Background: an optimization exercise with open tools, aiming at a short achievable clock period and few clock cycles per item. Do not read the settings as production practice.
The RTL was checked by simulation tests, not by an equivalence proof against the original design.
Power is estimated from default activity; no workload was simulated.

### flow/design.v
`timescale 1ns/1ps
package pipe_pkg;
	localparam int SLICES = 4;
	typedef logic [31:0] word_t;
	typedef logic [4:0]  reg_addr_t;
	typedef logic wbsel_t;
	typedef logic [2:0] fwd_sel_t;
	localparam fwd_sel_t fwd_rf      = 3'b000;
	localparam fwd_sel_t fwd_ex_alu  = 3'b010;
	localparam fwd_sel_t fwd_mem_alu = 3'b100;
	localparam fwd_sel_t fwd_wb_alu  = 3'b110;
	localparam fwd_sel_t fwd_wb_mem  = 3'b111;
	typedef enum logic [2:0] {
		op_add, op_sub, op_and, op_or, op_xor, op_addi, op_load, op_store
	} op_t;
	typedef struct packed {
		logic      valid;
		logic      regwr;
		wbsel_t    wbsel;
		reg_addr_t rd;
	} stage_ctl_t;
	typedef struct packed {
		op_t                op;
		reg_addr_t          rd;
		reg_addr_t          rs1;
		reg_addr_t          rs2;
		logic signed [15:0] imm;
	} issue_t;
endpackage
`timescale 1ns/1ps
module rf_slice #(
	parameter int B = 16
) (
	input  logic         clk,
	input  logic         clr,
	input  logic         we,
	input  logic [4:0]   wa,
	input  logic [B-1:0] wd,
	input  logic [31:1]  s1,
	input  logic [31:1]  s2,
	output logic [B-1:0] ra,
	output logic [B-1:0] rb
);
	logic [B-1:0] regs [1:31];
	always_comb begin
		ra = '0;
		rb = '0;
		for (int i = 1; i < 32; i++) begin
			ra = ra | (regs[i] & {B{s1[i]}});
			rb = rb | (regs[i] & {B{s2[i]}});
		end
	end
	always_ff @(posedge clk) begin
		if (clr) begin
			for (int i = 1; i < 32; i++)
				regs[i] <= '0;
		end else if (we) begin
			regs[wa] <= wd;
		end
	end
endmodule
`timescale 1ns/1ps
`timescale 1ns/1ps
`timescale 1ns/1ps
module ks_add #(
	parameter int N = 16
) (
	input  logic [N-1:0] a,
	input  logic [N-1:0] b,
	input  logic         cin,
	output logic [N-1:0] s,
	output logic         cout
);
	localparam int M = N + 1;
	localparam int L = $clog2(M);
	logic [M-1:0] ae;
	logic [M-1:0] be;
	logic [M-1:0] p;
	logic [M-1:0] g [0:L];
	logic [M-1:0] t [0:L];
	assign ae = {a, 1'b1};
	assign be = {b, cin};
	assign p  = ae ^ be;
	always_comb begin
		g[0] = ae & be;
		t[0] = ae | be;
		for (int l = 0; l < L; l++) begin
			for (int i = 0; i < M; i++) begin
				if (i >= (1 << l)) begin
					g[l+1][i] = g[l][i] | (t[l][i] & g[l][i - (1 << l)]);
					t[l+1][i] = t[l][i] & t[l][i - (1 << l)];
				end else begin
					g[l+1][i] = g[l][i];
					t[l+1][i] = t[l][i];
				end
			end
		end
	end
	assign s    = p[M-1:1] ^ g[L][M-2:0];
	assign cout = g[L][M-1];
endmodule
`timescale 1ns/1ps
module mem_slice #(
	parameter int B = 16,
	parameter int D = 64
) (
	input  logic                 clk,
	input  logic                 clr,
	input  logic                 we,
	input  logic [$clog2(D)-1:0] wa,
	input  logic [B-1:0]         wd,
	input  logic [D-1:0]         sel,
	output logic [B-1:0]         rd
);
	logic [B-1:0] mem [0:D-1];
	always_comb begin
		rd = '0;
		for (int i = 0; i < D; i++)
			rd = rd | (mem[i] & {B{sel[i]}});
	end
	always_ff @(posedge clk) begin
		if (clr) begin
			for (int i = 0; i < D; i++)
				mem[i] <= '0;
		end else if (we) begin
			mem[wa] <= wd;
		end
	end
endmodule
`timescale 1ns/1ps
module pipe_core #(
	parameter int MEM_DEPTH = 64
) (
	input  logic                clk,
	input  logic                rst,
	input  logic                issue_valid,
	input  logic [2:0]          issue_op,
	input  logic [4:0]          issue_rd,
	input  logic [4:0]          issue_rs1,
	input  logic [4:0]          issue_rs2,
	input  logic [15:0]         issue_imm,
	output logic                stall,
	output logic                commit_valid,
	output pipe_pkg::reg_addr_t commit_rd,
	output pipe_pkg::word_t     commit_data
);
	localparam int S = pipe_pkg::SLICES;
	localparam int B = 32 / S;
	localparam int P = S + 2;           
	localparam logic [2:0] OP_ADD   = 3'd0;
	localparam logic [2:0] OP_SUB   = 3'd1;
	localparam logic [2:0] OP_AND   = 3'd2;
	localparam logic [2:0] OP_OR    = 3'd3;
	localparam logic [2:0] OP_XOR   = 3'd4;
	localparam logic [2:0] OP_ADDI  = 3'd5;
	localparam logic [2:0] OP_LOAD  = 3'd6;
	localparam logic [2:0] OP_STORE = 3'd7;
	logic rst_q;
	always_ff @(posedge clk)
		rst_q <= rst;
	logic        acc;
	logic        hold;
	logic        skid_v;
	logic        stall_q;
	logic [2:0]  skid_op;
	logic [4:0]  skid_rd;
	logic [4:0]  skid_rs1;
	logic [4:0]  skid_rs2;
	logic [15:0] skid_imm;
	assign acc = issue_valid && !skid_v;
	logic        n_v;
	logic [2:0]  n_op;
	logic [4:0]  n_rd;
	logic [4:0]  n_rs1;
	logic [4:0]  n_rs2;
	logic [15:0] n_imm;
	always_comb begin
		if (skid_v) begin
			n_v   = 1'b1;
			n_op  = skid_op;
			n_rd  = skid_rd;
			n_rs1 = skid_rs1;
			n_rs2 = skid_rs2;
			n_imm = skid_imm;
		end else begin
			n_v   = acc;
			n_op  = issue_op;
			n_rd  = issue_rd;
			n_rs1 = issue_rs1;
			n_rs2 = issue_rs2;
			n_imm = issue_imm;
		end
	end
	logic        r_v;
	logic [2:0]  r_op;
	logic [4:0]  r_rd;
	logic [4:0]  r_rs1;
	logic [4:0]  r_rs2;
	logic [15:0] r_imm;
	logic [31:1] r_s1;       
	logic [31:1] r_s2;
	always_ff @(posedge clk) begin
		if (rst) begin
			skid_v  <= 1'b0;
			stall_q <= 1'b0;
			r_v     <= 1'b0;
		end else if (hold) begin
			if (acc)
				skid_v <= 1'b1;
			stall_q <= issue_valid || stall_q;
		end else begin
			skid_v  <= 1'b0;
			stall_q <= 1'b0;
			r_v     <= n_v;
		end
	end
	always_ff @(posedge clk) begin
		if (hold) begin
			if (acc) begin
				skid_op  <= issue_op;
				skid_rd  <= issue_rd;
				skid_rs1 <= issue_rs1;
				skid_rs2 <= issue_rs2;
				skid_imm <= issue_imm;
			end
		end else begin
			r_op  <= n_op;
			r_rd  <= n_rd;
			r_rs1 <= n_rs1;
			r_rs2 <= n_rs2;
			r_imm <= n_imm;
			for (int i = 1; i < 32; i++) begin
				r_s1[i] <= (n_rs1 == i[4:0]);
				r_s2[i] <= (n_rs2 == i[4:0]);
			end
		end
	end
	assign stall = stall_q;
	logic r_wr;
	assign r_wr = (r_op != OP_STORE) && (r_rd != 5'd0);
	logic        d_v;
	logic [2:0]  d_op;
	logic [4:0]  d_rd;
	logic [15:0] d_imm;
	logic [31:1] d_s1;
	logic [31:1] d_s2;
	logic        d_wr;
	logic        d_ld;
	logic        d_st;
	logic        d_use_imm;
	logic        d_xa;
	logic        d_xb;
	logic        d_fa;
	logic        d_fb;
	logic        d_f2a;
	logic        d_f2b;
	logic [P-1:0]       c_v;
	logic [P-1:0]       c_wr;
	logic [P-1:0]       c_cm;
	logic [P-1:0]       c_st;
	logic [P-1:0]       c_ld;
	logic [P-1:0][4:0]  c_rd;
	logic [P-1:0]       c_sub;
	logic [P-1:0]       c_ssum;
	logic [P-1:0]       c_sand;
	logic [P-1:0]       c_sor;
	logic [P-1:0]       c_sxor;
	logic [P-1:0]       c_xa;
	logic [P-1:0]       c_xb;
	logic [P-1:0]       c_xs;
	logic [P-1:0]       c_fa;
	logic [P-1:0]       c_fb;
	logic [P-1:0]       c_f2a;
	logic [P-1:0]       c_f2b;
	logic [P-1:0]       c_uimm;
	logic [P-1:0][15:0] c_imm;
	logic [P-1:0][5:0]  c_addr;    
	logic [P-1:0]       c_hit;     
	logic [P-1:0][31:1] c_s1;
	logic [P-1:0][31:1] c_s2;
	logic [S-1:0][MEM_DEPTH-1:0] c_msel;
	logic               hit0;
	logic [S-1:0][B-1:0] rf_a;       
	logic [S-1:0][B-1:0] rf_b;
	logic [S-1:0][B-1:0] d_ra;       
	logic [S-1:0][B-1:0] d_rb;
	logic [S-1:0][B-1:0] d_a;        
	logic [S-1:0][B-1:0] d_b;
	logic [S-1:0][B-1:0] res;        
	logic [S-1:0][B-1:0] sd;         
	logic [S-1:0]        cy;         
	logic [S-1:0][B-1:0] sums;       
	logic [S-1:0][B-1:0] w_res;      
	logic [S-1:0][B-1:0] rf_wd;      
	logic [S-1:0][B-1:0] w2_res;     
	logic [S-1:0][B-1:0] w_sd;       
	logic [S-1:0]        w_cy;       
	assign hold = d_v && d_ld && d_xa;
	logic go;
	assign go = d_v && !hold;
	always_ff @(posedge clk) begin
		if (rst)
			d_v <= 1'b0;
		else if (!hold)
			d_v <= r_v;
	end
	always_ff @(posedge clk) begin
		if (hold) begin
			d_xa  <= 1'b0;
			d_xb  <= 1'b0;
			d_fa  <= d_xa;
			d_fb  <= d_xb;
			d_f2a <= d_fa;
			d_f2b <= d_fb;
		end else begin
			d_op      <= r_op;
			d_rd      <= r_rd;
			d_imm     <= r_imm;
			d_s1      <= r_s1;
			d_s2      <= r_s2;
			d_wr      <= r_wr;
			d_ld      <= (r_op == OP_LOAD);
			d_st      <= (r_op == OP_STORE);
			d_use_imm <= (r_op == OP_ADDI) || (r_op == OP_LOAD) || (r_op == OP_STORE);
			d_xa      <= d_v && d_wr && (d_rd == r_rs1);
			d_xb      <= d_v && d_wr && (d_rd == r_rs2);
			d_fa      <= c_wr[0] && (c_rd[0] == r_rs1);
			d_fb      <= c_wr[0] && (c_rd[0] == r_rs2);
			d_f2a     <= c_wr[1] && (c_rd[1] == r_rs1);
			d_f2b     <= c_wr[1] && (c_rd[1] == r_rs2);
		end
	end
	logic [7:0] ad_w;
	logic [7:0] ad_w2;
	logic [7:0] ad_r;
	logic [5:0] d_addr;
	logic [MEM_DEPTH-1:0] d_msel;
	assign ad_w   = rf_wd[0][7:0] + d_imm[7:0];
	assign ad_w2  = w2_res[0][7:0] + d_imm[7:0];
	assign ad_r   = d_ra[0][7:0] + d_imm[7:0];
	assign d_addr = d_fa ? ad_w[7:2] : d_f2a ? ad_w2[7:2] : ad_r[7:2];
	always_comb begin
		for (int i = 0; i < MEM_DEPTH; i++)
			d_msel[i] = d_fa  ? (ad_w[7:2] == i[5:0]) :
			            d_f2a ? (ad_w2[7:2] == i[5:0]) : (ad_r[7:2] == i[5:0]);
	end
	always_ff @(posedge clk) begin
		if (rst) begin
			c_v  <= '0;
			c_wr <= '0;
			c_cm <= '0;
			c_st <= '0;
			c_ld <= '0;
		end else begin
			c_v[0]  <= go;
			c_wr[0] <= go && d_wr;
			c_cm[0] <= go && !d_st;
			c_st[0] <= go && d_st;
			c_ld[0] <= go && d_ld;
			for (int p = 1; p < P; p++) begin
				c_v[p]  <= c_v[p-1];
				c_wr[p] <= c_wr[p-1];
				c_cm[p] <= c_cm[p-1];
				c_st[p] <= c_st[p-1];
				c_ld[p] <= c_ld[p-1];
			end
		end
	end
	assign hit0 = c_ld[0] && c_st[1] && (c_addr[0] == c_addr[1]);
	always_ff @(posedge clk) begin
		c_rd[0]   <= d_rd;
		c_sub[0]  <= (d_op == OP_SUB);
		c_ssum[0] <= (d_op == OP_ADD) || (d_op == OP_SUB) || (d_op == OP_ADDI);
		c_sand[0] <= (d_op == OP_AND);
		c_sor[0]  <= (d_op == OP_OR);
		c_sxor[0] <= (d_op == OP_XOR);
		c_xa[0]   <= d_xa;
		c_xb[0]   <= d_xb && !d_use_imm;
		c_xs[0]   <= d_xb;
		c_fa[0]   <= d_fa;
		c_fb[0]   <= d_fb;
		c_f2a[0]  <= d_f2a;
		c_f2b[0]  <= d_f2b;
		c_uimm[0] <= d_use_imm;
		c_imm[0]  <= d_imm;
		c_addr[0] <= d_addr;
		c_s1[0]   <= d_s1;
		c_s2[0]   <= d_s2;
		for (int i = 0; i < MEM_DEPTH; i++)
			c_msel[0][i] <= go && d_ld && d_msel[i];
		c_hit[0]  <= 1'b0;
		for (int p = 1; p < P; p++) begin
			c_rd[p]   <= c_rd[p-1];
			c_sub[p]  <= c_sub[p-1];
			c_ssum[p] <= c_ssum[p-1];
			c_sand[p] <= c_sand[p-1];
			c_sor[p]  <= c_sor[p-1];
			c_sxor[p] <= c_sxor[p-1];
			c_xa[p]   <= c_xa[p-1];
			c_xb[p]   <= c_xb[p-1];
			c_xs[p]   <= c_xs[p-1];
			c_fa[p]   <= c_fa[p-1];
			c_fb[p]   <= c_fb[p-1];
			c_f2a[p]  <= c_f2a[p-1];
			c_f2b[p]  <= c_f2b[p-1];
			c_uimm[p] <= c_uimm[p-1];
			c_imm[p]  <= c_imm[p-1];
			c_s1[p]   <= c_s1[p-1];
			c_s2[p]   <= c_s2[p-1];
		end
		c_addr[1] <= c_st[0] ? sum0_addr : c_addr[0];
		for (int p = 2; p < P; p++)
			c_addr[p] <= c_addr[p-1];
		c_hit[1] <= hit0;
		for (int p = 2; p < P; p++)
			c_hit[p] <= c_hit[p-1];
		for (int k = 1; k < S; k++)
			c_msel[k] <= c_msel[k-1];
	end
	logic [5:0] sum0_addr;
	for (genvar k = 0; k < S; k++) begin : sl
		logic [31:1] rs1;
		logic [31:1] rs2;
		if (k == 0) begin : g_r0
			assign rs1 = r_s1;
			assign rs2 = r_s2;
		end else if (k == 1) begin : g_r1
			assign rs1 = d_s1;
			assign rs2 = d_s2;
		end else begin : g_rk
			assign rs1 = c_s1[k-2];
			assign rs2 = c_s2[k-2];
		end
		rf_slice #(.B(B)) rf_i (
			.clk  (clk),
			.clr  (rst_q),
			.we   (c_wr[k+1]),
			.wa   (c_rd[k+1]),
			.wd   (rf_wd[k]),
			.s1   (rs1),
			.s2   (rs2),
			.ra   (rf_a[k]),
			.rb   (rf_b[k])
		);
		logic fa;
		logic fb;
		logic f2a;
		logic f2b;
		if (k == 0) begin : g_f0
			assign fa  = d_fa;
			assign fb  = d_fb;
			assign f2a = d_f2a;
			assign f2b = d_f2b;
		end else begin : g_fk
			assign fa  = c_fa[k-1];
			assign fb  = c_fb[k-1];
			assign f2a = c_f2a[k-1];
			assign f2b = c_f2b[k-1];
		end
		assign d_a[k] = fa ? rf_wd[k] : f2a ? w2_res[k] : d_ra[k];
		assign d_b[k] = fb ? rf_wd[k] : f2b ? w2_res[k] : d_rb[k];
		if (k == 0) begin : g_d0
			always_ff @(posedge clk) begin
				if (hold) begin
					d_ra[k] <= d_a[k];
					d_rb[k] <= d_b[k];
				end else begin
					d_ra[k] <= rf_a[k];
					d_rb[k] <= rf_b[k];
				end
			end
		end else begin : g_dk
			always_ff @(posedge clk) begin
				d_ra[k] <= rf_a[k];
				d_rb[k] <= rf_b[k];
			end
		end
		logic [B-1:0] imm_k;
		logic [B-1:0] imm_n;    
		if ((k + 1) * B <= 16) begin : g_imm
			assign imm_n = (k == 0) ? d_imm[(k+1)*B-1:k*B] : c_imm[(k == 0) ? 0 : k-1][(k+1)*B-1:k*B];
		end else begin : g_sext
			assign imm_n = {B{((k == 0) ? d_imm[15] : c_imm[(k == 0) ? 0 : k-1][15])}};
		end
		logic uimm_n;
		assign uimm_n = (k == 0) ? d_use_imm : c_uimm[(k == 0) ? 0 : k-1];
		logic [B-1:0] x_a;
		logic [B-1:0] x_b;
		logic [B-1:0] x_s;
		always_ff @(posedge clk) begin
			x_a <= d_a[k];
			x_b <= uimm_n ? imm_n : d_b[k];
			x_s <= d_b[k];
		end
		logic [B-1:0] a;
		logic [B-1:0] b;
		logic [B-1:0] sum;
		logic [B-1:0] ld;
		logic [B-1:0] mrd;
		logic         cin;
		assign a     = c_xa[k] ? w_res[k] : x_a;
		assign b     = c_xb[k] ? w_res[k] : x_b;
		assign sd[k] = c_xs[k] ? w_res[k] : x_s;
		assign cin   = (k == 0) ? c_sub[0] : w_cy[(k == 0) ? 0 : k-1];
		ks_add #(.N(B)) add_i (
			.a    (a),
			.b    (b ^ {B{c_sub[k]}}),
			.cin  (cin),
			.s    (sum),
			.cout (cy[k])
		);
		assign sums[k] = sum;
		mem_slice #(.B(B), .D(MEM_DEPTH)) mem_i (
			.clk  (clk),
			.clr  (rst_q),
			.we   (c_st[k+1]),
			.wa   (c_addr[k+1]),
			.wd   (w_sd[k]),
			.sel  (c_msel[k]),
			.rd   (mrd)
		);
		assign ld = ((k == 0) ? hit0 : c_hit[k]) ? w_sd[k] : mrd;
		assign res[k] = (sum & {B{c_ssum[k]}})
		              | ((a & b) & {B{c_sand[k]}})
		              | ((a | b) & {B{c_sor[k]}})
		              | ((a ^ b) & {B{c_sxor[k]}})
		              | ld;
		always_ff @(posedge clk) begin
			w_res[k]  <= res[k];
			rf_wd[k]  <= res[k] & {B{c_wr[k]}};
			w2_res[k] <= rf_wd[k];
			w_sd[k]   <= sd[k];
			w_cy[k]   <= cy[k];
		end
	end
	assign sum0_addr = sums[0][7:2];
	logic [S-1:0][S-1:0][B-1:0] dl;
	always_ff @(posedge clk) begin
		for (int k = 0; k < S; k++)
			for (int p = 1; p < S; p++)
				dl[k][p] <= (p == k + 1) ? res[k] : dl[k][p-1];
	end
	logic [31:0] commit_next;
	always_comb begin
		for (int k = 0; k < S - 1; k++)
			commit_next[k*B +: B] = dl[k][S-1];
		commit_next[(S-1)*B +: B] = res[S-1];
	end
	always_ff @(posedge clk) begin
		if (rst)
			commit_valid <= 1'b0;
		else
			commit_valid <= c_cm[S-1];
		commit_rd   <= c_rd[S-1] & {5{c_cm[S-1]}};
		commit_data <= commit_next & {32{c_cm[S-1]}};
	end
endmodule
### flow/run.sh
#!/bin/bash
# synth_recipe.tcl (not shown) runs the flow's synth.tcl, then flattens the netlist and writes it again
# the make line also repeats each setting of config.mk as NAME=value (left out here)
make -C /OpenROAD-flow-scripts/flow DESIGN_CONFIG=/design/flow/config.mk WORK_HOME=/design/flow/orfs CLKGATE_MAP_FILE= SYNTH_SCRIPT=/design/flow/synth_recipe.tcl finish
### flow/config.mk
export PLATFORM = sky130hd
export DESIGN_NAME = pipe_core
export DESIGN_NICKNAME = pipe_core
export VERILOG_FILES = /design/flow/design.v
export SDC_FILE = /design/flow/constraint.sdc
export NUM_CORES = 4
export LEC_CHECK = 0
export ABC_CLOCK_PERIOD_IN_PS = 2500
export CAP_MARGIN = 20
export CORE_MARGIN = 2
export CORE_UTILIZATION = 40
export PLACE_DENSITY = 0.5
export SETUP_SLACK_MARGIN = 2.6
export SLEW_MARGIN = 20
### flow/constraint.sdc
create_clock -name core_clock -period 5.3 [get_ports {clk}]
set_input_delay 1.0600 -clock core_clock [delete_from_list [all_inputs] [get_ports {clk}]]
set_output_delay 1.0600 -clock core_clock [all_outputs]
set_load 0.01 [all_outputs]
==> impl_metrics.py, run 1 <==
metrics = {
    "grt": {
        "grt.total_usage": 0.3789,
        "antenna_found_initial": 103,
        "grt_overflow": 0,
        "grt_pass1_vias": 118600,
        "grt_max_degree": 118,
        "grt_pass1_wl_mm": 1112,
    },
    "die": {
        "io-pin-count": 76,
        "core_sq_um": 430600,
        "die_w_microns": 661.3,
        "fp.dieH_microns": 661.3,
        "rows": 241,
        "initial_core_util": 0.4013,
        "dieArea_sq_um": 437300,
    },
    "critical_path": {
        "max_stage_delay_ns": 0.47,
        "cp-start-kind": "flip-flop",
        "cp.depth": 11,
        "cpMaxStageDelayCell": "edfxtp_1",
        "crit_required_ns": 6.21,
        "path_max_fanout": 5,
        "worstPathBufferInverterCount": 3,
        "arrival_ns": 3.90,
        "crit_top_cell": "buf_6",
        "path_cells": "buf_6 -> ha_4 -> nand4_1 -> a21boi_2 -> nor3_4 -> o31ai_4 -> nor4b_4 -> buf_6 -> buf_6 -> nand3b_1 -> nor3b_2",
        "reg2reg_depth": 11,
        "path_class": "reg2reg",
        "crit_path_end_kind": "flip-flop",
        "cp_top_family": "simple AND/OR/NAND/NOR gates",
    },
    "min_path": {
        "whs_path_depth": 0,
        "min_path_type": "reg2reg",
    },
    "clocking": {
        "clockBufferDepth": 4,
        "clk_latency_ns": 1.03,
        "cts_root_buf": "clkbuf_16",
        "cts.reportedPaths.clkPinSlew_ns": 0.06,
        "htreeDepth": 5,
        "cts_tree": "yes",
        "cts_buffers": 450,
        "cts_sinks": 4134,
    },
    "pwr": {
        "power_density_nw_per_um2": 379.9,
        "finalPower_mw": 76.88,
        "ir_worst_vdd_uv": 272.6,
        "p_leak_nw": 73.96,
    },
    "placement": {
        "dp_hpwl_mm": 594.2,
        "place_ws_ns": 1.411,
        "port_buffers": 75,
        "gp_congestion": 1.033,
        "placed_area_sq_um": 180100,
    },
    "synthesis": {
        "yosys-mux-area-fraction": 0.01400,
        "ys_warn_count": 22,
        "syn-cell-area_sq_um": 172800,
        "synth.avg_cell_area_sq_um": 13.27,
        "synth_fp_nets": 13210,
        "synthAdderAreaFrac": 0.01077,
        "synth_seq_cells": 4134,
        "ys_seq_area_frac": 0.6678,
        "synth-main-ff-cell": "edfxtp_1",
        "synth_top_family_by_area": "simple AND/OR/NAND/NOR gates",
        "synth-xor-area-share": 0.005576,
        "postSynthCellCount": 13020,
        "ys_async_sr_fraction": 0,
        "yosys.area_share.simple": 0.1678,
        "synthDistinctLibCells": 82,
        "synth_edf_count": 3260,
        "synth_compound_area_frac": 0.1082,
    },
    "layout": {
        "fin_area_sq_um": 202400,
        "drive_above_1_share": 0.1984,
        "syn_to_final_growth_pct": 17.11,
        "final_nets": 13320,
        "final_cell_mix": "edfxtp_1, and2_1, dfxtp_1",
        "mostFrequentLayoutCell": "edfxtp_1",
    },
    "sta": {
        "hold_viol": 0,
        "max_slew.worst_pin.slew_ns": 1.290,
        "period_minus_slack_ns": 2.993,
        "fin_tns_setup_ns": 0,
        "setup_viol": 0,
        "slew_headroom": 0.1389,
        "rsz0062_at_grt": "yes",
        "final.period_utilization": 0.5647,
        "max_freq_mhz": 334.1,
        "slew_viol_final": 0,
        "fin_skew_ns": 0.05654,
        "setup_ws_ns": 2.307,
    },
    "route": {
        "wire_per_inst_microns": 44.05,
        "dr_total_vias": 124600,
        "route.detailed.drc": 0,
        "drt-initial-drc-count": 20320,
        "dr.pass1.iters": 9,
        "drt_wl_total_mm": 849.9,
        "vias_per_cell": 6.457,
        "ant_nets": 0,
    },
    "outcome": {
        "status": "finished clean",
    },
    "run": {
        "maxCapViolations": 0,
    },
}
worst paths after layout:
kind	start	end	slack, ns
worst max register to register	d_imm[2]$_DFFE_PN_	c_msel[16]$_DFF_P_	2.31
worst max-delay path	d_imm[2]$_DFFE_PN_	c_msel[16]$_DFF_P_	2.31
worst min register to register	dl[22]$_DFF_P_	commit_next[6]$_DFF_P_	0.33
worst min-delay path	dl[22]$_DFF_P_	commit_next[6]$_DFF_P_	0.33
per-stage QoR:
step | hold WS, ns | instances | util
2_1_floorplan | 0.3096 | 13020 | -
5_1_grt | 0.3286 | 19250 | 0.4697
3_3_place_gp | 0.3147 | 18200 | 0.4180
4_1_cts | 0.2963 | 19170 | 0.4651
3_5_place_dp | 0.3121 | 18200 | 0.4182
6_report | 0.3267 | 19290 | 0.4700
cell usage after synthesis, types with 12 or more instances:
library cell | n | area (sq um)
or3_1 | 16 | 100.1
nand2_1 | 173 | 649.4
or2_2 | 389 | 2434
buf_2 | 17 | 85.08
nor3b_1 | 16 | 120.1
nor3_1 | 112 | 560.5
dfxtp_1 | 874 | 17500
inv_1 | 163 | 611.8
or4_1 | 68 | 510.5
nand3b_1 | 34 | 255.2
nand4_1 | 221 | 1383
buf_1 | 14 | 52.55
nor2b_1 | 33 | 206.5
clkbuf_1 | 954 | 3581
xor2_1 | 32 | 280.3
ha_1 | 144 | 1802
o21a_1 | 13 | 97.59
nor2_1 | 538 | 2019
and2_1 | 3041 | 19020
mux2i_1 | 145 | 1451
xnor2_1 | 78 | 683.2
nand2b_1 | 19 | 118.9
or3b_2 | 13 | 113.9
a22o_1 | 644 | 5640
a22oi_1 | 640 | 4805
clkbuf_2 | 12 | 60.06
edfxtp_1 | 3260 | 97890
a221oi_1 | 662 | 5798
a21oi_1 | 56 | 280.3
a222oi_1 | 64 | 640.6
mux2_2 | 86 | 968.4
o21ai_0 | 111 | 555.5
nor4_1 | 33 | 206.5
nand3_1 | 214 | 1071
layout make-up:
cell class / instances / area, sq um
Tap cell: 5710 / 7144
Sequential cell: 4134 / 115800
Clock inverter: 214 / 2263
Clock buffer: 638 / 13390
Inverter: 164 / 653.1
Timing Repair Buffer: 662 / 5675
Multi-Input combinational cell: 7722 / 57340
Fill cell: 37810 / 228200
Antenna cell: 48 / 120.1
Timing Repair inverter: 2 / 22.52
cell families (layout without fill, tap and decap cells):
family / Yosys count / in the layout
other: 0 / 48
flip-flops: 4134 / 4134
AO/OA/AOI/OAI: 2288 / 2288
buffers and inverters: 1168 / 1680
XOR/XNOR: 110 / 110
AND/OR/NAND/NOR: 4945 / 4946
adder cells (fa/ha/maj): 147 / 147
multiplexers: 231 / 231
report_power, final:
group / leakage (nW) / switching (mW) / internal [mW]
Clock: 7.69 / 14.1 / 19.2
Combinational: 25.1 / 3.97 / 1.59
Sequential: 41.1 / 1.81 / 36.2
metal layers:
layer	share of wire	vias to the layer above	GRT usage
li1	-	48850	-
met1	0.39	64010	0.5033
met2	0.43	9282	0.5690
met3	0.10	2415	0.08349
met4	0.074	26	0.2254
met5	0.00020	-	0
registers in the layout, summed over array words and instances (netlist names), 62 cells and up:
register / flops
c_msel: 256
c_s1: 62
c_s2: 62
sl.mem_i.mem: 2048
sl.rf_i.regs: 992
repair_timing:
action	in CTS	in global routing
pin swaps	93	105
setup buffers	113	69
gates resized for setup	941	303
hold buffers	0	0
endpoints found under the setup margin	3818	1393
gates cloned	5	3
Testbench counts, summed over its fixed seeds: cycles 4,120, items 4,000.
==> run 2: changes to the inputs <==
--- a/flow/design.v
+++ b/flow/design.v
@@ -99,6 +99,35 @@
 	assign s    = p[M-1:1] ^ g[L][M-2:0];
 	assign cout = g[L][M-1];
 endmodule
+module sum_dec (
+	input  logic [7:0]  a,
+	input  logic [7:0]  b,
+	output logic [63:0] oh
+);
+	logic [7:0] x;
+	logic       c2;      
+	logic [3:0] t [2:6];
+	logic [1:0] t2;      
+	assign x  = a ^ b;
+	assign c2 = (a[1] & b[1]) | (x[1] & a[0] & b[0]);
+	assign t2 = {x[2] ^ c2, ~(x[2] ^ c2)};
+	always_comb begin
+		for (int i = 2; i <= 6; i++) begin
+			for (int v = 0; v < 4; v++) begin
+				t[i][v] = (x[i+1] ^ (x[i] ? !v[0] : a[i])) == v[1];
+			end
+		end
+	end
+	always_comb begin
+		for (int k = 0; k < 64; k++) begin
+			logic [7:0] kk;
+			kk = {k[5:0], 2'b00};
+			oh[k] = t2[kk[2]];
+			for (int i = 2; i <= 6; i++)
+				oh[k] = oh[k] & t[i][{kk[i+1], kk[i]}];
+		end
+	end
+endmodule
 `timescale 1ns/1ps
 module mem_slice #(
 	parameter int B = 16,
@@ -155,9 +184,6 @@
 	localparam logic [2:0] OP_ADDI  = 3'd5;
 	localparam logic [2:0] OP_LOAD  = 3'd6;
 	localparam logic [2:0] OP_STORE = 3'd7;
-	logic rst_q;
-	always_ff @(posedge clk)
-		rst_q <= rst;
 	logic        acc;
 	logic        hold;
 	logic        skid_v;
@@ -265,6 +291,11 @@
 	logic [P-1:0]       c_sand;
 	logic [P-1:0]       c_sor;
 	logic [P-1:0]       c_sxor;
+	logic [P-1:0][3:0]  c_selw;    
+	logic [P-1:0][3:0]  c_selv;    
+	logic [P-1:0]       c_xbp;     
+	logic [P-1:0]       c_xbn;     
+	logic [P-1:0]       c_nxb;     
 	logic [P-1:0]       c_xa;
 	logic [P-1:0]       c_xb;
 	logic [P-1:0]       c_xs;
@@ -287,6 +318,8 @@
 	logic [S-1:0][B-1:0] d_a;        
 	logic [S-1:0][B-1:0] d_b;
 	logic [S-1:0][B-1:0] res;        
+	logic [S-1:0][B-1:0] resw;
+	logic [S-1:0][B-1:0] resv;
 	logic [S-1:0][B-1:0] sd;         
 	logic [S-1:0]        cy;         
 	logic [S-1:0][B-1:0] sums;       
@@ -339,11 +372,13 @@
 	assign ad_w2  = w2_res[0][7:0] + d_imm[7:0];
 	assign ad_r   = d_ra[0][7:0] + d_imm[7:0];
 	assign d_addr = d_fa ? ad_w[7:2] : d_f2a ? ad_w2[7:2] : ad_r[7:2];
-	always_comb begin
-		for (int i = 0; i < MEM_DEPTH; i++)
-			d_msel[i] = d_fa  ? (ad_w[7:2] == i[5:0]) :
-			            d_f2a ? (ad_w2[7:2] == i[5:0]) : (ad_r[7:2] == i[5:0]);
-	end
+	logic [63:0] oh_w;
+	logic [63:0] oh_w2;
+	logic [63:0] oh_r;
+	sum_dec dec_w_i  (.a (rf_wd[0][7:0]),  .b (d_imm[7:0]), .oh (oh_w));
+	sum_dec dec_w2_i (.a (w2_res[0][7:0]), .b (d_imm[7:0]), .oh (oh_w2));
+	sum_dec dec_r_i  (.a (d_ra[0][7:0]),   .b (d_imm[7:0]), .oh (oh_r));
+	assign d_msel = d_fa ? oh_w : d_f2a ? oh_w2 : oh_r;
 	always_ff @(posedge clk) begin
 		if (rst) begin
 			c_v  <= '0;
@@ -374,6 +409,13 @@
 		c_sand[0] <= (d_op == OP_AND);
 		c_sor[0]  <= (d_op == OP_OR);
 		c_sxor[0] <= (d_op == OP_XOR);
+		c_selw[0] <= {(d_op == OP_XOR), (d_op == OP_OR), (d_op == OP_AND),
+		              (d_op == OP_ADD) || (d_op == OP_SUB) || (d_op == OP_ADDI)} & {4{d_wr}};
+		c_selv[0] <= {(d_op == OP_XOR), (d_op == OP_OR), (d_op == OP_AND),
+		              (d_op == OP_ADD) || (d_op == OP_SUB) || (d_op == OP_ADDI)} & {4{go}};
+		c_xbp[0]  <= d_xb && !d_use_imm && (d_op != OP_SUB);
+		c_xbn[0]  <= d_xb && !d_use_imm && (d_op == OP_SUB);
+		c_nxb[0]  <= !(d_xb && !d_use_imm);
 		c_xa[0]   <= d_xa;
 		c_xb[0]   <= d_xb && !d_use_imm;
 		c_xs[0]   <= d_xb;
@@ -396,6 +438,11 @@
 			c_sand[p] <= c_sand[p-1];
 			c_sor[p]  <= c_sor[p-1];
 			c_sxor[p] <= c_sxor[p-1];
+			c_selw[p] <= c_selw[p-1];
+			c_selv[p] <= c_selv[p-1];
+			c_xbp[p]  <= c_xbp[p-1];
+			c_xbn[p]  <= c_xbn[p-1];
+			c_nxb[p]  <= c_nxb[p-1];
 			c_xa[p]   <= c_xa[p-1];
 			c_xb[p]   <= c_xb[p-1];
 			c_xs[p]   <= c_xs[p-1];
@@ -433,7 +480,7 @@
 		end
 		rf_slice #(.B(B)) rf_i (
 			.clk  (clk),
-			.clr  (rst_q),
+			.clr  (rst),
 			.we   (c_wr[k+1]),
 			.wa   (c_rd[k+1]),
 			.wd   (rf_wd[k]),
@@ -483,13 +530,15 @@
 			assign imm_n = {B{((k == 0) ? d_imm[15] : c_imm[(k == 0) ? 0 : k-1][15])}};
 		end
 		logic uimm_n;
+		logic sub_n;
 		assign uimm_n = (k == 0) ? d_use_imm : c_uimm[(k == 0) ? 0 : k-1];
+		assign sub_n  = (k == 0) ? (d_op == OP_SUB) : c_sub[(k == 0) ? 0 : k-1];
 		logic [B-1:0] x_a;
 		logic [B-1:0] x_b;
 		logic [B-1:0] x_s;
 		always_ff @(posedge clk) begin
 			x_a <= d_a[k];
-			x_b <= uimm_n ? imm_n : d_b[k];
+			x_b <= (uimm_n ? imm_n : d_b[k]) ^ {B{sub_n}};
 			x_s <= d_b[k];
 		end
 		logic [B-1:0] a;
@@ -499,12 +548,13 @@
 		logic [B-1:0] mrd;
 		logic         cin;
 		assign a     = c_xa[k] ? w_res[k] : x_a;
-		assign b     = c_xb[k] ? w_res[k] : x_b;
+		assign b     = (w_res[k] & {B{c_xbp[k]}}) | (~w_res[k] & {B{c_xbn[k]}})
+		             | (x_b & {B{c_nxb[k]}});
 		assign sd[k] = c_xs[k] ? w_res[k] : x_s;
 		assign cin   = (k == 0) ? c_sub[0] : w_cy[(k == 0) ? 0 : k-1];
 		ks_add #(.N(B)) add_i (
 			.a    (a),
-			.b    (b ^ {B{c_sub[k]}}),
+			.b    (b),
 			.cin  (cin),
 			.s    (sum),
 			.cout (cy[k])
@@ -512,7 +562,7 @@
 		assign sums[k] = sum;
 		mem_slice #(.B(B), .D(MEM_DEPTH)) mem_i (
 			.clk  (clk),
-			.clr  (rst_q),
+			.clr  (rst),
 			.we   (c_st[k+1]),
 			.wa   (c_addr[k+1]),
 			.wd   (w_sd[k]),
@@ -525,9 +575,19 @@
 		              | ((a | b) & {B{c_sor[k]}})
 		              | ((a ^ b) & {B{c_sxor[k]}})
 		              | ld;
+		assign resw[k] = (sum & {B{c_selw[k][0]}})
+		               | ((a & b) & {B{c_selw[k][1]}})
+		               | ((a | b) & {B{c_selw[k][2]}})
+		               | ((a ^ b) & {B{c_selw[k][3]}})
+		               | ld;
+		assign resv[k] = (sum & {B{c_selv[k][0]}})
+		               | ((a & b) & {B{c_selv[k][1]}})
+		               | ((a | b) & {B{c_selv[k][2]}})
+		               | ((a ^ b) & {B{c_selv[k][3]}})
+		               | ld;
 		always_ff @(posedge clk) begin
 			w_res[k]  <= res[k];
-			rf_wd[k]  <= res[k] & {B{c_wr[k]}};
+			rf_wd[k]  <= resw[k];
 			w2_res[k] <= rf_wd[k];
 			w_sd[k]   <= sd[k];
 			w_cy[k]   <= cy[k];
@@ -544,7 +604,7 @@
 	always_comb begin
 		for (int k = 0; k < S - 1; k++)
 			commit_next[k*B +: B] = dl[k][S-1];
-		commit_next[(S-1)*B +: B] = res[S-1];
+		commit_next[(S-1)*B +: B] = resv[S-1];
 	end
 	always_ff @(posedge clk) begin
 		if (rst)
@@ -552,6 +612,6 @@
 		else
 			commit_valid <= c_cm[S-1];
 		commit_rd   <= c_rd[S-1] & {5{c_cm[S-1]}};
-		commit_data <= commit_next & {32{c_cm[S-1]}};
+		commit_data <= commit_next;
 	end
 endmodule
==> run 2 against run 1 <==
  * Still clean
  * Global-route usage shrank 0.72 points
  * Critical path depth shrank 7
  * Die area grew 1.1%
  * Hold slack lost 0.014 ns
  * Fmax grew 1.9%
  * Critical path type unchanged
  * Largest power group unchanged
  * Highest routed layer unchanged
==> impl_metrics.py, run 2 <==
metrics = {
    "sta": {
        "fin_skew_ns": 0.06386,
        "slew_viol_final": 0,
        "setup_viol": 0,
        "fin_tns_setup_ns": 0,
        "rsz0062_at_grt": "yes",
        "period_minus_slack_ns": 2.936,
        "final.period_utilization": 0.5540,
        "slew_headroom": 0.2187,
        "max_freq_mhz": 340.6,
        "max_slew.worst_pin.slew_ns": 1.170,
        "setup_ws_ns": 2.364,
        "hold_viol": 0,
    },
    "synthesis": {
        "synth-main-ff-cell": "edfxtp_1",
        "ys_warn_count": 24,
        "ys_async_sr_fraction": 0,
        "yosys-top-cells-area": "edfxtp_1, dfxtp_1, and2_1",
        "postSynthCellCount": 13400,
        "synth_seq_cells": 4172,
        "ys_seq_area_frac": 0.6649,
        "synth_top_area_cell": "edfxtp_1",
        "syn-cell-area_sq_um": 174700,
        "synth.avg_cell_area_sq_um": 13.03,
        "synth_edf_count": 3260,
        "yosysMostFrequentCell": "edfxtp_1",
        "synthDistinctLibCells": 64,
        "synthTopCellsByCount": "edfxtp_1, and2_1, a22oi_1, dfxtp_1, clkbuf_1",
        "synth_top_area_share": 0.5604,
        "synth_fp_nets": 13550,
    },
    "clocking": {
        "cts_sinks": 4172,
        "cts.reportedPaths.clkPinSlew_ns": 0.06,
        "clk_latency_ns": 1.05,
        "cts_hold_buf": 0,
        "cts_tree": "yes",
        "clockBufferDepth": 4,
        "htreeDepth": 5,
        "cts_buffers": 451,
        "cts_root_buf": "clkbuf_16",
    },
    "grt": {
        "antenna_found_initial": 79,
        "grt_overflow": 0,
        "grt.total_usage": 0.3717,
        "grt_pass1_wl_mm": 1111,
        "grt_max_degree": 129,
        "grt_pass1_vias": 119700,
    },
    "critical_path": {
        "reg2reg_depth": 4,
        "cpMaxStageDelayCell": "nand3b_1",
        "critical_path.endpoint": "sl[1].rf_i.regs[1][0]$_SDFFCE_PN0P_",
        "crit_path_end_kind": "flip-flop",
        "reg2reg_from": "c_wr[2]$_SDFF_PP0_",
        "max_stage_delay_ns": 0.67,
        "cp-startpoint": "c_wr[2]$_SDFF_PP0_",
        "arrival_ns": 3.60,
        "path_max_fanout": 9,
        "crit_required_ns": 5.96,
        "path_class": "reg2reg",
        "rrSetupSlack_ns": 2.36,
        "r2r_end": "sl[1].rf_i.regs[1][0]$_SDFFCE_PN0P_",
        "cp-start-kind": "flip-flop",
        "path_cells": "nor2b_1 -> nand3b_1 -> nor2_2 -> or2_2",
    },
    "die": {
        "rows": 242,
        "io-pin-count": 76,
        "fp.dieH_microns": 664.8,
        "dieArea_sq_um": 442000,
        "die_w_microns": 664.8,
        "initial_core_util": 0.4020,
        "core_sq_um": 434500,
    },
    "placement": {
        "port_buffers": 75,
        "gp_congestion": 1.057,
        "placed_area_sq_um": 180800,
        "place_ws_ns": 1.152,
        "dp_hpwl_mm": 612.5,
    },
    "layout": {
        "largest_register_ffs": 2048,
        "post-route-util": 0.4559,
        "regMostFlops": "sl.mem_i.mem",
        "largestRegisters": "sl.mem_i.mem (2048), sl.rf_i.regs (992), c_msel (256)",
        "final_nets": 13370,
        "syn_to_final_growth_pct": 13.40,
        "mostFrequentLayoutCell": "edfxtp_1",
        "final_cell_mix": "edfxtp_1, and2_1, a22oi_1",
        "fin_area_sq_um": 198100,
        "drive_above_1_share": 0.1445,
    },
    "route": {
        "dr.pass1.iters": 10,
        "vias_per_cell": 6.398,
        "ant_nets": 0,
        "drt_wl_total_mm": 844.5,
        "wire_per_inst_microns": 43.50,
        "drt-initial-drc-count": 18730,
        "dr_total_vias": 124200,
        "route.detailed.drc": 0,
    },
    "min_path": {
        "min_path_type": "reg2reg",
    },
    "run": {
        "maxCapViolations": 0,
    },
    "pwr": {
        "finalPower_mw": 78.39,
        "ir_worst_vdd_uv": 301.4,
        "p_leak_nw": 71.60,
        "power_density_nw_per_um2": 395.8,
    },
    "outcome": {
        "status": "finished clean",
    },
}
-- run 2: layer usage --
metal  track usage  wire [microns]  vias to the layer above
met3       0.05834           66830                     2540
met4        0.2997           84460                       18
met1        0.4540          310800                    63650
li1              -               -                    49760
met2        0.5860          382300                     8246
met5             0             125                        -
-- run 2: worst min path at each step --
stage | startpoint | to | slack (ns) | cells after the start
6_report | c_selv[11]$_DFF_P_ | c_selv[15]$_DFF_P_ | 0.31 | 0
2_1_floorplan | c_selv[6]$_DFF_P_ | c_selv[10]$_DFF_P_ | 0.31 | 0
5_1_grt | c_selv[11]$_DFF_P_ | c_selv[15]$_DFF_P_ | 0.33 | 0
3_3_place_gp | c_selv[2]$_DFF_P_ | c_selv[6]$_DFF_P_ | 0.31 | 0
4_1_cts | c_selv[11]$_DFF_P_ | c_selv[15]$_DFF_P_ | 0.32 | 0
3_5_place_dp | c_selv[2]$_DFF_P_ | c_selv[6]$_DFF_P_ | 0.31 | 0
-- run 2: cells by family after synthesis --
| group | synth area share |
|---|---|
| flip-flops | 0.6649 |
| AND/OR/NAND/NOR | 0.1687 |
| XOR/XNOR | 0.007664 |
| buffers and inverters | 0.02650 |
| AO/OA/AOI/OAI | 0.1122 |
| adder cells (fa/ha/maj) | 0.007836 |
| multiplexers | 0.01210 |
-- run 2: layout make-up --
| class | count | area [sq um] |
|---|---|---|
| antenna | 55 | 137.6 |
| fill | 38740 | 236400 |
| inverter | 134 | 510.5 |
| clock inverter | 235 | 2364 |
| sequential | 4172 | 116300 |
| clock buffer | 618 | 12880 |
| multi-input combinational | 8064 | 55420 |
| tap | 5734 | 7174 |
| timing repair buffer | 402 | 3251 |
-- run 2: report_power, final --
part	leakage, nW	switching, mW	internal [mW]	total, mW
clock	7.46	14.0	18.7	32.7
sequential	41.4	2.58	36.8	39.4
combinational	22.7	4.71	1.62	6.33
-- run 2: metrics by stage --
| step | hold slack (ns) | cells |
|---|---|---|
| after floorplan | 0.3096 | 13400 |
| after global placement | 0.3136 | 18470 |
| after detailed placement | 0.3121 | 18470 |
| after CTS | 0.3185 | 19350 |
| after global routing | 0.3288 | 19390 |
| final | 0.3126 | 19410 |
-- run 2: worst max-delay path: cells and delay by family (launching register included) --
kind	cells	cell delay (ns)
AND/OR/NAND/NOR	4	2.12
flip-flops	1	0.48
-- run 2: timing repair --
action / 4_1_cts / 5_1_grt
resized for setup: 371 / 168
setup buffers: 27 / 7
pin swaps: 38 / 14
endpoints found under the setup margin: 1514 / 1226
Testbench counts of run 2, summed over its fixed seeds: cycles 4,120, items 4,000.
==> run 3: changes to the inputs <==
--- a/flow/design.v
+++ b/flow/design.v
@@ -33,8 +33,7 @@
 ) (
 	input  logic         clk,
 	input  logic         clr,
-	input  logic         we,
-	input  logic [4:0]   wa,
+	input  logic [31:1]  wsel,    
 	input  logic [B-1:0] wd,
 	input  logic [31:1]  s1,
 	input  logic [31:1]  s2,
@@ -54,8 +53,10 @@
 		if (clr) begin
 			for (int i = 1; i < 32; i++)
 				regs[i] <= '0;
-		end else if (we) begin
-			regs[wa] <= wd;
+		end else begin
+			for (int i = 1; i < 32; i++)
+				if (wsel[i])
+					regs[i] <= wd;
 		end
 	end
 endmodule
@@ -135,8 +136,7 @@
 ) (
 	input  logic                 clk,
 	input  logic                 clr,
-	input  logic                 we,
-	input  logic [$clog2(D)-1:0] wa,
+	input  logic [D-1:0]         wsel,    
 	input  logic [B-1:0]         wd,
 	input  logic [D-1:0]         sel,
 	output logic [B-1:0]         rd
@@ -151,8 +151,10 @@
 		if (clr) begin
 			for (int i = 0; i < D; i++)
 				mem[i] <= '0;
-		end else if (we) begin
-			mem[wa] <= wd;
+		end else begin
+			for (int i = 0; i < D; i++)
+				if (wsel[i])
+					mem[i] <= wd;
 		end
 	end
 endmodule
@@ -305,12 +307,11 @@
 	logic [P-1:0]       c_f2b;
 	logic [P-1:0]       c_uimm;
 	logic [P-1:0][15:0] c_imm;
-	logic [P-1:0][5:0]  c_addr;    
-	logic [P-1:0]       c_hit;     
 	logic [P-1:0][31:1] c_s1;
 	logic [P-1:0][31:1] c_s2;
+	logic [P-1:0][31:1] c_rsel;    
 	logic [S-1:0][MEM_DEPTH-1:0] c_msel;
-	logic               hit0;
+	logic [S-1:0][MEM_DEPTH-1:0] c_wsel;    
 	logic [S-1:0][B-1:0] rf_a;       
 	logic [S-1:0][B-1:0] rf_b;
 	logic [S-1:0][B-1:0] d_ra;       
@@ -326,9 +327,8 @@
 	logic [S-1:0][B-1:0] w_res;      
 	logic [S-1:0][B-1:0] rf_wd;      
 	logic [S-1:0][B-1:0] w2_res;     
-	logic [S-1:0][B-1:0] w_sd;       
 	logic [S-1:0]        w_cy;       
-	assign hold = d_v && d_ld && d_xa;
+	assign hold = d_v && (d_ld || d_st) && d_xa;
 	logic go;
 	assign go = d_v && !hold;
 	always_ff @(posedge clk) begin
@@ -381,6 +381,8 @@
 	assign d_msel = d_fa ? oh_w : d_f2a ? oh_w2 : oh_r;
 	always_ff @(posedge clk) begin
 		if (rst) begin
+			c_wsel <= '0;
+			c_rsel <= '0;
 			c_v  <= '0;
 			c_wr <= '0;
 			c_cm <= '0;
@@ -392,6 +394,14 @@
 			c_cm[0] <= go && !d_st;
 			c_st[0] <= go && d_st;
 			c_ld[0] <= go && d_ld;
+			for (int i = 1; i < 32; i++)
+				c_rsel[0][i] <= go && d_wr && (d_rd == i[4:0]);
+			for (int p = 1; p < P; p++)
+				c_rsel[p] <= c_rsel[p-1];
+			for (int i = 0; i < MEM_DEPTH; i++)
+				c_wsel[0][i] <= go && d_st && d_msel[i];
+			for (int k = 1; k < S; k++)
+				c_wsel[k] <= c_wsel[k-1];
 			for (int p = 1; p < P; p++) begin
 				c_v[p]  <= c_v[p-1];
 				c_wr[p] <= c_wr[p-1];
@@ -401,7 +411,6 @@
 			end
 		end
 	end
-	assign hit0 = c_ld[0] && c_st[1] && (c_addr[0] == c_addr[1]);
 	always_ff @(posedge clk) begin
 		c_rd[0]   <= d_rd;
 		c_sub[0]  <= (d_op == OP_SUB);
@@ -425,12 +434,10 @@
 		c_f2b[0]  <= d_f2b;
 		c_uimm[0] <= d_use_imm;
 		c_imm[0]  <= d_imm;
-		c_addr[0] <= d_addr;
 		c_s1[0]   <= d_s1;
 		c_s2[0]   <= d_s2;
 		for (int i = 0; i < MEM_DEPTH; i++)
 			c_msel[0][i] <= go && d_ld && d_msel[i];
-		c_hit[0]  <= 1'b0;
 		for (int p = 1; p < P; p++) begin
 			c_rd[p]   <= c_rd[p-1];
 			c_sub[p]  <= c_sub[p-1];
@@ -455,16 +462,9 @@
 			c_s1[p]   <= c_s1[p-1];
 			c_s2[p]   <= c_s2[p-1];
 		end
-		c_addr[1] <= c_st[0] ? sum0_addr : c_addr[0];
-		for (int p = 2; p < P; p++)
-			c_addr[p] <= c_addr[p-1];
-		c_hit[1] <= hit0;
-		for (int p = 2; p < P; p++)
-			c_hit[p] <= c_hit[p-1];
 		for (int k = 1; k < S; k++)
 			c_msel[k] <= c_msel[k-1];
 	end
-	logic [5:0] sum0_addr;
 	for (genvar k = 0; k < S; k++) begin : sl
 		logic [31:1] rs1;
 		logic [31:1] rs2;
@@ -481,8 +481,7 @@
 		rf_slice #(.B(B)) rf_i (
 			.clk  (clk),
 			.clr  (rst),
-			.we   (c_wr[k+1]),
-			.wa   (c_rd[k+1]),
+			.wsel (c_rsel[k+1]),
 			.wd   (rf_wd[k]),
 			.s1   (rs1),
 			.s2   (rs2),
@@ -563,13 +562,12 @@
 		mem_slice #(.B(B), .D(MEM_DEPTH)) mem_i (
 			.clk  (clk),
 			.clr  (rst),
-			.we   (c_st[k+1]),
-			.wa   (c_addr[k+1]),
-			.wd   (w_sd[k]),
+			.wsel (c_wsel[k]),
+			.wd   (sd[k]),
 			.sel  (c_msel[k]),
 			.rd   (mrd)
 		);
-		assign ld = ((k == 0) ? hit0 : c_hit[k]) ? w_sd[k] : mrd;
+		assign ld = mrd;
 		assign res[k] = (sum & {B{c_ssum[k]}})
 		              | ((a & b) & {B{c_sand[k]}})
 		              | ((a | b) & {B{c_sor[k]}})
@@ -589,11 +587,9 @@
 			w_res[k]  <= res[k];
 			rf_wd[k]  <= resw[k];
 			w2_res[k] <= rf_wd[k];
-			w_sd[k]   <= sd[k];
 			w_cy[k]   <= cy[k];
 		end
 	end
-	assign sum0_addr = sums[0][7:2];
 	logic [S-1:0][S-1:0][B-1:0] dl;
 	always_ff @(posedge clk) begin
 		for (int k = 0; k < S; k++)
==> run 3 against run 2 <==
  * Largest power group unchanged
  * Wire length down 11%
  * First-iteration DRC count up 5.9%
  * Still clean
  * Clock power up 6.1%
  * Synthesized cell count up 27%
  * Largest cell class unchanged
  * Clock skew up 0.0074 ns
  * Sequential share of layout area down 10 points
  * Non-clock buffer count up 39
  * Power down 9.1%
==> impl_metrics.py, run 3 <==
metrics = {
    "die": {
        "dieArea_sq_um": 429200,
        "initial_core_util": 0.4011,
        "die_w_microns": 655.2,
        "rows": 239,
        "io-pin-count": 76,
        "fp.dieH_microns": 655.2,
        "core_sq_um": 422800,
    },
    "sta": {
        "final.period_utilization": 0.5336,
        "fin_tns_setup_ns": 0,
        "slew_headroom": 0.1530,
        "max_freq_mhz": 353.6,
        "period_minus_slack_ns": 2.828,
        "max_slew.worst_pin.slew_ns": 1.269,
        "hold_viol": 0,
        "slew_viol_final": 0,
        "rsz0062_at_grt": "yes",
        "setup_viol": 0,
        "fin_skew_ns": 0.07122,
    },
    "critical_path": {
        "arrival_ns": 3.75,
        "reg2reg_depth": 6,
        "crit_required_ns": 6.22,
        "reg2reg_from": "c_msel[110]$_DFF_P_",
        "path_max_fanout": 9,
        "r2r_end": "w_res[11]$_DFF_P_",
        "rrSetupSlack_ns": 2.47,
        "cp-start-kind": "flip-flop",
        "cp-startpoint": "c_msel[110]$_DFF_P_",
        "crit_path_end_kind": "flip-flop",
        "path_class": "reg2reg",
    },
    "route": {
        "ant_nets": 0,
        "drt-initial-drc-count": 19840,
        "dr_total_vias": 137600,
        "drt_wl_total_mm": 751.2,
        "vias_per_cell": 6.242,
        "route.detailed.drc": 0,
        "dr.pass1.iters": 9,
        "wire_per_inst_microns": 34.07,
    },
    "synthesis": {
        "synth_edf_count": 220,
        "synth_top_area_cell": "dfxtp_1",
        "synth_top_area_share": 0.5057,
        "synthDistinctLibCells": 58,
        "yosys-top-cells-area": "dfxtp_1, a211oi_1, nor2_1",
        "ys_warn_count": 26,
        "synth.avg_cell_area_sq_um": 9.996,
        "synth_fp_nets": 17110,
        "syn-cell-area_sq_um": 169600,
        "synth_seq_cells": 4504,
        "synthTopCellsByCount": "dfxtp_1, nor2_1, a211oi_1, clkbuf_1, mux2i_1",
        "yosysMostFrequentCell": "dfxtp_1",
        "ys_seq_area_frac": 0.5446,
        "synth-main-ff-cell": "dfxtp_1",
        "postSynthCellCount": 16970,
        "ys_async_sr_fraction": 0,
    },
    "clocking": {
        "cts_tree": "yes",
        "cts_sinks": 4504,
        "clockBufferDepth": 4,
        "htreeDepth": 5,
        "cts.reportedPaths.clkPinSlew_ns": 0.06,
        "cts_buffers": 471,
        "clk_latency_ns": 1.06,
        "cts_root_buf": "clkbuf_16",
        "cts_hold_buf": 0,
    },
    "pwr": {
        "pwr-share-seq": 0.489,
        "p_sw_mw": 16.45,
        "combPwrFrac": 0.024,
        "clkPwrFrac": 0.487,
        "p_sw_frac": 0.2309,
        "intPower_mw": 54.80,
        "power_density_nw_per_um2": 372.7,
        "ir_worst_vdd_uv": 302.3,
        "p_leak_nw": 63.27,
    },
    "grt": {
        "grt.total_usage": 0.3366,
        "grt_pass1_vias": 126900,
        "grt_overflow": 0,
        "grt_max_degree": 228,
        "grt_pass1_wl_mm": 1033,
        "antenna_found_initial": 43,
    },
    "layout": {
        "mostFrequentLayoutCell": "dfxtp_1",
        "post-route-util": 0.4521,
        "multi_input_area_sq_um": 71020,
        "regMostFlops": "sl.mem_i.mem",
        "nFillCells": 40480,
        "largest_register_ffs": 2048,
        "largestRegisters": "sl.mem_i.mem (2048), sl.rf_i.regs (992)",
        "final_nets": 16090,
        "drive_above_1_share": 0.09781,
        "syn_to_final_growth_pct": 12.71,
        "final_cell_mix": "dfxtp_1, nor2_1, a211oi_1",
        "final-seq-area_sq_um": 92540,
    },
    "min_path": {
        "whs_path_depth": 0,
        "min_path_type": "reg2reg",
        "worstHoldEndpoint": "commit_data[11]$_DFF_P_",
        "min_from": "commit_next[11]$_DFF_P_",
    },
    "placement": {
        "gp_congestion": 0.9609,
        "dp_hpwl_mm": 486.3,
        "port_buffers": 75,
    },
    "outcome": {
        "status": "finished clean",
    },
    "run": {
        "maxCapViolations": 0,
    },
}
## run 3: cell types whose count changed in the layout (fill, tap and decap cells not counted), sizes merged, moves of 338 or more
cell	delta
edfxtp	-3040
or2	-381
a22o	+338
mux2i	+1034
nor2	+2765
a211oi	+2047
a22oi	-622
and2	-2869
dfxtp	+3372
a221oi	+382
## run 3: cell families after synthesis
group,after synthesis,synth area share
AOI/OAI and AO/OA,4429,0.2078
and+or+nand+nor,4536,0.1145
buffers and inverters,2068,0.04735
muxes,1186,0.07032
adders and majority gates,101,0.007628
xor gates and xnor gates,144,0.007783
DFF,4504,0.5446
## run 3: worst max-delay path, stage by stage, from the launching register on
cell and delay, ns:
dfxtp_1 0.67, a22o_1 0.37, a221oi_1 0.47, nand4_1 0.30, nor4_4 0.61, buf_4 0.21, nand3_1 0.06
## run 3: stage by stage
stage / setup WS (ns) / cell area [sq um] / instances / hold WS, ns / power [mW]
floorplan: 2.634 / 169600 / 16970 / 0.3096 / 36.36
global placement: 1.728 / 173200 / 21120 / 0.3116 / 37.18
detailed placement: 1.686 / 173300 / 21120 / 0.3121 / 37.16
CTS: 2.553 / 190600 / 22030 / 0.3229 / 71.44
global route: 2.514 / 191100 / 22040 / 0.3302 / 73.00
finish: 2.472 / 191200 / 22050 / 0.3176 / 71.25
## run 3: power by group through the flow
stage	Sequential [mW]	Combinational [mW]	Clock, mW
after floorplan	35.2	1.19	0
after global placement	35.6	1.62	0
after detailed placement	35.5	1.62	0
after CTS	34.8	1.67	35.0
after global routing	34.8	1.84	36.3
final	34.8	1.73	34.7
## run 3: how the worst max path moves through the flow
stage / end / slack [ns] / depth (start not counted)
2_1_floorplan: d_fa$_DFF_P_ / 2.63 / 5
3_3_place_gp: c_wsel[8]$_SDFF_PP0_ / 1.73 / 8
3_5_place_dp: c_wsel[8]$_SDFF_PP0_ / 1.69 / 8
4_1_cts: w_res[18]$_DFF_P_ / 2.55 / 6
5_1_grt: c_msel[58]$_DFF_P_ / 2.51 / 9
6_report: w_res[11]$_DFF_P_ / 2.47 / 6
## run 3: area by class of cell
cell class	count	share of cell area
antenna	19	0.0002487
clock buffer	698	0.07233
clock inverter	188	0.01243
inverter	137	0.002775
multi-input combinational	10400	0.3715
sequential	4504	0.4841
tap	5663	0.03706
timing repair buffer	441	0.01960
## run 3: repair_timing
action                     in CTS  in global routing
pin swaps                      34                 16
gates cloned                    2                  2
setup endpoints to repair     580                305
resized for setup             388                107
setup buffers                  15                  4
## run 3: per-layer routing
metal  part of all wire  track usage
met1               0.42       0.4556
met2               0.43       0.5099
met3              0.089      0.06418
met4              0.061       0.1723
met5            0.00022            0
Testbench counts of run 3, summed over its fixed seeds: cycles 4,173, items 4,000.

==> static timing again, ports no longer ideal <==
In the flow no input, the clock included, has a driving cell. The finished layouts below were timed again as built, in two steps. Step 1 (the two cells are an assumption about what drives the block):
set clk [get_ports {clk}]
set_driving_cell -lib_cell sky130_fd_sc_hd__clkbuf_16 $clk
set_driving_cell -lib_cell sky130_fd_sc_hd__buf_2 [delete_from_list [all_inputs] $clk]
Step 2, shift: input delay + t, output delay - t, t = (earliest + latest rising clock arrival at the registers) / 2. This alone moves slack from input paths to output paths. Slacks: ideal ports / drivers / drivers and shift; pairs: ideal ports / drivers.
run	t (ns)	setup slack, ns	hold slack, ns	clock arrival spread, ns
run 1	1.113	2.307 / 2.307 / 2.307	0.327 / 0.327 / 0.327	0.058 / 0.058
run 2	1.137	2.364 / 2.364 / 1.377	0.313 / 0.313 / 0.313	0.079 / 0.078
run 3	1.143	2.472 / 2.472 / 2.199	0.318 / 0.318 / 0.318	0.080 / 0.080
After both steps setup and hold are still met in every run listed. The setup slack of run 2, which loses most, moves by 0.000 ns with the drivers and by -0.987 ns with both steps.
